From an optimization exercise on the open Yosys and OpenROAD flow, aimed at small area; shortcuts taken in it are not production practice.
Only simulation tests tie the RTL to the original design; equivalence was not proved.

Setup of raven:
==> flow/design.v (excerpt) <==
module activation_stream_packer #(
    parameter int unsigned DATA_WIDTH  = activation_pkg::DATA_WIDTH,
    parameter int unsigned MATRIX_SIZE = activation_pkg::MATRIX_SIZE,
    parameter int unsigned CNT_WIDTH   = 8
) (
    input  logic                                clk,
    input  logic                                rst,
    input  logic                                cfg_valid,
    output logic                                cfg_ready,
    input  logic [31:0]                         cfg_size,
    input  logic [1:0]                          cfg_func,
    input  logic                                s_valid,
    output logic                                s_ready,
    input  logic [DATA_WIDTH-1:0]               s_data,
    input  logic                                s_last,
    output logic [MATRIX_SIZE*DATA_WIDTH-1:0]   matrix_out,
    output logic [31:0]                         matrix_size_out,
    output logic [1:0]                          func_sel_out,
    output logic                                valid_out,
    output logic                                busy,
    output logic                                err_len,
    output logic                                err_cfg
);
export LEC_CHECK = 0
export CAP_MARGIN = 0
export CORE_AREA = 5 5 295 295
export DIE_AREA = 0 0 300 300
export SLEW_MARGIN = 0
export SYNTH_HIERARCHICAL = 1
export SYNTH_MINIMUM_KEEP_SIZE = 0
create_clock -name core_clock -period 5.0 [get_ports {clk}]
standard.sh (not shown) runs the stock make flow with config.mk's settings and CLKGATE_MAP_FILE= SYNTH_SCRIPT=/design/flow/synth_recipe.tcl, a recipe that flattens the netlist after the stock synthesis.
==> flow/flow/run.sh <==
#!/bin/bash
# Standard layout, with the port buffers made of the smallest buffer cell and clock tree
# synthesis without dummy loads, the clock pin
# placed with room around it, and synthesis's larger gates swapped for drive-1 ones before
# global placement. Each tool's full output stays in orfs/logs; make's own
# output goes to flow_make.log.
set -euo pipefail
cd "$(dirname "$0")/.."
bash standard.sh \
  BUFFER_PORTS_ARGS="-buffer_cell sky130_fd_sc_hd__buf_1" \
  CTS_ARGS="-sink_clustering_enable -repair_clock_nets -dont_use_dummy_load -buf_list sky130_fd_sc_hd__clkbuf_8 -sink_clustering_size 18 -sink_clustering_max_diameter 60" \
  PLACE_PINS_ARGS="-min_distance 1 -min_distance_in_tracks -exclude left:144-156" \
  PRE_IO_PLACEMENT_TCL="$PWD/flow/io_pre.tcl" \
  PRE_GLOBAL_PLACE_TCL="$PWD/flow/downsize.tcl" \
  finish > flow_make.log 2>&1
==> flow/flow/downsize.tcl <==
# Synthesis sizes some gates for speed the design does not need at this period. Swap every
# combinational gate for the drive-1 version of the same function; the repair steps that
# follow size up whatever then needs it.
set n_swapped 0
foreach inst [[ord::get_db_block] getInsts] {
  set name [[$inst getMaster] getName]
  if {![regexp {^(sky130_fd_sc_hd__([a-z0-9]+))_([0-9]+)$} $name -> base func drive]} { continue }
  if {$drive <= 1} { continue }
  if {[regexp {^(df|edf|sdf|dl|buf|clk|tap|conb|diode|fill|decap)} $func]} { continue }
  set small [[ord::get_db] findMaster ${base}_1]
  if {$small eq "NULL"} { continue }
  $inst swapMaster $small
  incr n_swapped
}
puts "downsize: swapped $n_swapped gates to drive 1"
==> flow/flow/io_pre.tcl <==
# Put the clock pin in the middle of the left edge, with no other pin within 6 um of it
# (place_pins below is given -exclude left:144-156), so its wiring has room.
place_pin -pin_name clk -layer met3 -location {0 150} -pin_size {0.8 0.3} -force_to_die_boundary
raven was carried through to the last stage, and its layout satisfied the timing, design-rule and antenna checks.
Input changes introduced in indigo (baseline for comparison: raven):
Settings: a change of SLEW_MARGIN from 0 to 10; a change of CAP_MARGIN from 0 to 10.
--- a/flow/flow/run.sh
+++ b/flow/flow/run.sh
@@ -1,7 +1,7 @@
 #!/bin/bash
-# Standard layout, with the port buffers made of the smallest buffer cell and clock tree
-# synthesis without dummy loads, the clock pin
-# placed with room around it, and synthesis's larger gates swapped for drive-1 ones before
-# global placement. Each tool's full output stays in orfs/logs; make's own
-# output goes to flow_make.log.
+# Standard layout, except: the port buffers are the smallest buffer cell; clock tree synthesis
+# makes larger leaf clusters and no dummy loads; the clock pin sits mid-edge with room around
+# it; synthesis's larger gates are swapped for drive-1 ones before global placement (repair
+# sizes up what needs it); and the constant-zero outputs share one tie cell. Each tool's full
+# output stays in orfs/logs; make's own output goes to flow_make.log.
 set -euo pipefail
@@ -14,2 +14,3 @@
   PRE_GLOBAL_PLACE_TCL="$PWD/flow/downsize.tcl" \
+  SKIP_REPAIR_TIE_FANOUT=1 \
   finish > flow_make.log 2>&1
[summary]
- Looking at indigo and raven, the routed wire length is a wash.
- Number of instances in the placed design, indigo and raven: higher on raven
- On final core area utilization, indigo tracks raven almost exactly.
- Going from raven to indigo, final standard cell count with taps included and fillers excluded shrinks by 25.

========
## run A
Starting RTL as in the previous note.
Settings: LEC_CHECK=0, CAP_MARGIN=10, CORE_AREA=5 5 295 295, DIE_AREA=0 0 300 300, SLEW_MARGIN=10, SYNTH_HIERARCHICAL=1, SYNTH_MINIMUM_KEEP_SIZE=0; clock period 5.0 ns.
==> flow/flow/run.sh <==
#!/bin/bash
# Standard layout, with the port buffers made of the smallest buffer cell and clock tree
# synthesis without dummy loads, the clock pin
# placed with room around it, and synthesis's larger gates swapped for drive-1 ones before
# global placement, and gates with slack to spare sized down after global routing. Each tool's full output stays in orfs/logs; make's own
# output goes to flow_make.log.
set -euo pipefail
cd "$(dirname "$0")/.."
bash standard.sh \
  BUFFER_PORTS_ARGS="-buffer_cell sky130_fd_sc_hd__buf_1" \
  CTS_ARGS="-sink_clustering_enable -repair_clock_nets -dont_use_dummy_load -buf_list sky130_fd_sc_hd__clkbuf_8 -sink_clustering_size 18 -sink_clustering_max_diameter 60" \
  PLACE_PINS_ARGS="-min_distance 1 -min_distance_in_tracks -exclude left:144-156" \
  PRE_IO_PLACEMENT_TCL="$PWD/flow/io_pre.tcl" \
  PRE_GLOBAL_PLACE_TCL="$PWD/flow/downsize.tcl" \
  RECOVER_POWER=100 \
  finish > flow_make.log 2>&1
Scripts as last shown in full above: flow/flow/downsize.tcl, flow/flow/io_pre.tcl
Run A: complete, dirty (capacitance limit, slew limit)
## Diff of input files: run B against run A
Settings: putting GPL_TIMING_DRIVEN at 0 where nothing was set.
diff --git a/flow/flow/run.sh b/flow/flow/run.sh
--- a/flow/flow/run.sh
+++ b/flow/flow/run.sh
@@ -4,3 +4,3 @@
 # placed with room around it, and synthesis's larger gates swapped for drive-1 ones before
-# global placement, and gates with slack to spare sized down after global routing. Each tool's full output stays in orfs/logs; make's own
+# global placement. Each tool's full output stays in orfs/logs; make's own
 # output goes to flow_make.log.
@@ -14,3 +14,2 @@
   PRE_GLOBAL_PLACE_TCL="$PWD/flow/downsize.tcl" \
-  RECOVER_POWER=100 \
   finish > flow_make.log 2>&1
diff --git a/flow/flow/downsize.tcl b/flow/flow/downsize.tcl
--- a/flow/flow/downsize.tcl
+++ b/flow/flow/downsize.tcl
@@ -15 +15,5 @@
 puts "downsize: swapped $n_swapped gates to drive 1"
+
+# Global placement is not timing driven here, so it does not remove synthesis's buffers
+# itself; remove them before the port buffers go in, and let repair_design buffer afterwards.
+remove_buffers
[summary]
- Routing usage on met3 (higher): run B
- Status: total met2 wirelength after detailed routing parity (run B, run A)
- Largest fanout on the critical path for run B is lower than for run A.
- Against run A, run B comes in 0.71 points lower on fraction of area in multi-input gates.
- In the flow results for run B and run A, the count of vias placed by the detailed router is smaller on run A.
- Having completed the whole flow, run B delivered a layout that passed the timing, design-rule and antenna checks.
- Route | run B vs run A | wire longer in run B
- The final reports for run B and run A show delay of the slowest cell on the worst path lower in the former.
Setup changes, run B to run C
Settings: GPL_TIMING_DRIVEN removed (was 0).
diff --git a/flow/flow/downsize.tcl b/flow/flow/downsize.tcl
--- a/flow/flow/downsize.tcl
+++ b/flow/flow/downsize.tcl
@@ -15,5 +15 @@
 puts "downsize: swapped $n_swapped gates to drive 1"
-
-# Global placement is not timing driven here, so it does not remove synthesis's buffers
-# itself; remove them before the port buffers go in, and let repair_design buffer afterwards.
-remove_buffers
==> comparison <==
Diff run B..run C | synthesized area per cell | unchanged. Both conditions hold for run C: the flow ran to the end and the final layout passed the timing, design-rule and antenna checks. Relative to run B, area growth from synthesis to layout has gone down in run C. Number of placed instances with taps included, run C and run B: lower on run C. From run B to run C the numbers moved as follows: setup slack of the critical path after layout shows an increase of 1.03 ns, fraction of the cycle the final worst path needs shows a reduction of 21 points.

==> re-timing with driven ports <==
The flow's constraints put no driver on any port. The routed layouts listed below were extracted and timed again, unchanged, in two steps. Step 1 (the two cells are an assumption about what drives the block):
set clk [get_ports {clk}]
set_driving_cell -lib_cell sky130_fd_sc_hd__clkbuf_16 $clk
set_driving_cell -lib_cell sky130_fd_sc_hd__buf_2 [delete_from_list [all_inputs] $clk]
Step 2 adds t to the input delays and takes it off the output delays; t is the mean of the earliest and latest rising clock arrival at the registers after step 1. Input paths then give back, and output paths get back, about the clock's delay inside the block. Slacks: ideal / step 1 / step 2; pairs: ideal / step 1.
| run | t (ns) | setup slack, ns | slew at the worst register clock pin (ns) |
|---|---|---|---|
| raven | 0.776 | 1.461 / 1.423 / 0.647 | 0.12 / 0.12 |
| indigo | 0.768 | 1.342 / 1.342 / 0.712 | 0.11 / 0.11 |
| run A | 0.774 | 0.902 / 0.902 / 0.203 | 0.11 / 0.11 |
| run B | 0.775 | 0.426 / 0.451 / -0.325 | 0.12 / 0.12 |
| run C | 0.776 | 1.461 / 1.423 / 0.647 | 0.12 / 0.12 |
With both steps, setup timing fails in run B, where it was met with ideal ports.
